Background: an optimization exercise with open tools, aiming at small area and a short achievable clock period. Do not read the settings as production practice.
In this exercise RTL edits were held to simulation tests only and were not proved equivalent to the original.
Power and IR drop assume default switching activity.

## systolic_row
module systolic_row (
    input  logic                          i_clk,
    input  logic                          i_rst_n,
    input  logic                          i_approx,        
    input  sa_pkg::pixel_t                i_pixel,         
    input  logic [8*8-1:0]       i_weight,        
    input  logic [8-1:0]              i_clear,         
    output logic [8*(8 + 8 + $clog2(3))-1:0]    o_acc_result,    
    output logic [8-1:0]             o_pass_pixel,    
    output logic [8*8-1:0]       o_pass_weight    
);
    sa_pkg::drum_pair_t    pixel_pair;                     
    sa_pkg::pixel_t        pixel_dec;                      
    sa_pkg::operand_word_u entry_word;
    logic [8:0][8-1:0] operand_chain;             
    drum_encoder u_pixel_enc (
        .i_value (i_pixel),
        .o_pair  (pixel_pair),
        .o_dec   (pixel_dec)
    );
    always_comb begin
        entry_word.plain = i_pixel;
        if (i_approx) begin
            entry_word.pair = pixel_pair;    
        end
    end
    assign operand_chain[0] = entry_word;
    genvar n;
    generate
        for (n = 0; n < 8; n++) begin : g_pe
            if (n == 0) begin : g_first
                mac_pe_first u_mac_pe (
                    .i_clk      (i_clk),
                    .i_rst_n    (i_rst_n),
                    .i_approx   (i_approx),
                    .i_operand  (operand_chain[n]),
                    .i_dec      (pixel_dec),
                    .i_weight   (i_weight[n*8 +: 8]),
                    .i_clear    (i_clear[n]),
                    .o_operand  (operand_chain[n+1]),
                    .o_weight   (o_pass_weight[n*8 +: 8]),
                    .o_acc      (o_acc_result[n*(8 + 8 + $clog2(3)) +: (8 + 8 + $clog2(3))])
                );
  ...
Size: roughly 4500 cells after synthesis, ~270 flip-flops, ~300 I/O pins.
clock: 10.5 ns
lec_check: 0
abc_area: 1
cap_margin: 20
core_margin: 2
core_utilization: 65
setup_slack_margin: 4
slew_margin: 20
standard.sh (not shown) runs the stock make flow with config.mk's settings and CLKGATE_MAP_FILE= SYNTH_SCRIPT=/design/flow/synth_recipe.tcl, a recipe that flattens the netlist after the stock synthesis.
==> flow/flow/run.sh <==
#!/bin/bash
# Layout flow: the standard ORFS flow (standard.sh, synthesis unchanged), with the
# input and output ports buffered by the smallest plain buffer instead of the cell
# buffer_ports picks by default. Each tool's output goes to make.log here and to ORFS's
# own per-step logs under orfs/logs.
set -euo pipefail
export BUFFER_PORTS_ARGS="-buffer_cell sky130_fd_sc_hd__buf_1"
bash standard.sh > make.log 2>&1
Change:
==> flow/run.sh (new file) <==
#!/bin/bash
# synth_recipe.tcl (not shown) runs the flow's synth.tcl, then flattens the netlist and writes it again
# the make line also repeats each setting of config.mk as NAME=value (left out here)
make -C /OpenROAD-flow-scripts/flow DESIGN_CONFIG=/design/flow/config.mk WORK_HOME=/design/flow/orfs CLKGATE_MAP_FILE= SYNTH_SCRIPT=/design/flow/synth_recipe.tcl finish
SETUP_SLACK_MARGIN = 3   (was 4)
removed: flow/flow/run.sh
removed: flow/standard.sh
Effect: Wire length is lower by 6.5%. First-iteration DRC count goes up by 8.8%. Final area shrinks by 2.7%. Setup slack degrades by 570 ps. Synthesized cell count stays the same. Combinational power fell by 8.4%. Fmax shrinks by 7.9%. Count of clock-buffer cells in the layout went down by 5. Power is lower by 7.7%. Via count goes down by 4.4%. Clock skew grows by 7.1 ps.
Change:
==> flow/flow/run.sh (new file) <==
#!/bin/bash
# Layout flow: the standard ORFS flow (standard.sh, synthesis unchanged), with the
# input and output ports buffered by the smallest plain buffer instead of the cell
# buffer_ports picks by default. Each tool's output goes to make.log here and to ORFS's
# own per-step logs under orfs/logs.
set -euo pipefail
export BUFFER_PORTS_ARGS="-buffer_cell sky130_fd_sc_hd__buf_1"
bash standard.sh > make.log 2>&1
==> flow/standard.sh (new file) <==
#!/bin/bash
# synth_recipe.tcl (not shown) runs the flow's synth.tcl, then flattens the netlist and writes it again
# the make line also repeats each setting of config.mk as NAME=value (left out here)
make -C /OpenROAD-flow-scripts/flow DESIGN_CONFIG=/design/flow/config.mk WORK_HOME=/design/flow/orfs CLKGATE_MAP_FILE= SYNTH_SCRIPT=/design/flow/synth_recipe.tcl "${@:-finish}"
SETUP_SLACK_MARGIN = 3.5   (was 3)
removed: flow/run.sh
Count of clock-buffer cells in the layout fell by 1.
Worst setup slack gets better by 450 ps.
Power barely changes.
Global-route usage rose by 0.42 points.
Synthesized area stays the same.

---

Setup of run 1:
Starting RTL as in the previous note.
export LEC_CHECK = 0
export ABC_AREA = 1
export CAP_MARGIN = 20
export CORE_MARGIN = 2
export CORE_UTILIZATION = 65
export SETUP_SLACK_MARGIN = 3
export SLEW_MARGIN = 20
create_clock -name core_clock -period 10.5 [get_ports {i_clk}]
==> flow/flow/run.sh <==
#!/bin/bash
# Layout flow: the standard ORFS flow (standard.sh, synthesis unchanged), with the
# input and output ports buffered by the smallest plain buffer instead of the cell
# buffer_ports picks by default. Each tool's output goes to make.log here and to ORFS's
# own per-step logs under orfs/logs.
set -euo pipefail
export BUFFER_PORTS_ARGS="-buffer_cell sky130_fd_sc_hd__buf_1"
bash standard.sh > make.log 2>&1
Having completed the whole flow, run 1 delivered a layout that passed the timing, DRC and antenna checks.
For run 2, these inputs were changed with respect to run 1:
Settings: SETUP_SLACK_MARGIN: 3 -> 4.
==> flow/run.sh (new file) <==
#!/bin/bash
# synth_recipe.tcl (not shown) runs the flow's synth.tcl, then flattens the netlist and writes it again
# the make line also repeats each setting of config.mk as NAME=value (left out here)
make -C /OpenROAD-flow-scripts/flow DESIGN_CONFIG=/design/flow/config.mk WORK_HOME=/design/flow/orfs CLKGATE_MAP_FILE= SYNTH_SCRIPT=/design/flow/synth_recipe.tcl finish
removed: flow/flow/run.sh
removed: flow/standard.sh
--- outcome ---
Compared with run 1, run 2 shows a higher number of antenna violations at the first check in global routing. The via count in run 2 is 1.05 times that in run 1. Of run 2 and run 1, the run reporting the lower transition time at the pin with the least slew margin was run 1. Run 2 vs run 1 — non-clock buffer count rose about 40%. Power (run 2 over run 1): increase, about 13%.
## Diff of input files: run 3 against run 2
Settings: ABC_AREA removed (was 1); SETUP_SLACK_MARGIN changed from 4 to 3.
Results
- Run 3 vs run 2 — number of tap cells added at floorplan climbed by a few percent
- Of run 2 and run 3, run 3 shows the higher die area, with run 2 below it.
- Final cell count went down by more than 10% going from run 2 to run 3.

-- afterwards: timing with drivers on the ports --
How much do the figures lean on ideal ports? The routed layouts below were timed once more, with nothing changed but the port constraints. Step 1: set_driving_cell puts a clkbuf_16 on i_clk and a buf_2 on each other input, an assumption about the parent block. Step 2 adds t to the input delays and takes it off the output delays; t is the mean of the earliest and latest rising clock arrival at the registers after step 1. Input paths then give back, and output paths get back, about the clock's delay inside the block. Slacks: ideal ports / drivers / drivers and shift; pairs: ideal ports / drivers.
| run | shift t [ns] | setup WS [ns] | pins driven straight from the clock port |
|---|---|---|---|
| the first run of note 1 | 0.621 | 3.907 / 3.923 / 3.301 | 1 |
| the second run of note 1 | 0.665 | 3.342 / 3.385 / 2.721 | 1 |
| the third run of note 1 | 0.627 | 3.796 / 3.832 / 3.205 | 1 |
| run 1 | 0.620 | 3.416 / 3.454 / 2.834 | 1 |
| run 2 | 0.613 | 3.706 / 3.689 / 3.076 | 1 |
| run 3 | 0.619 | 3.126 / 3.129 / 2.510 | 1 |
After both steps every run listed still meets setup and hold. The setup slack of run 2, which loses most, moves by -0.017 ns with the drivers and by -0.630 ns with both steps.
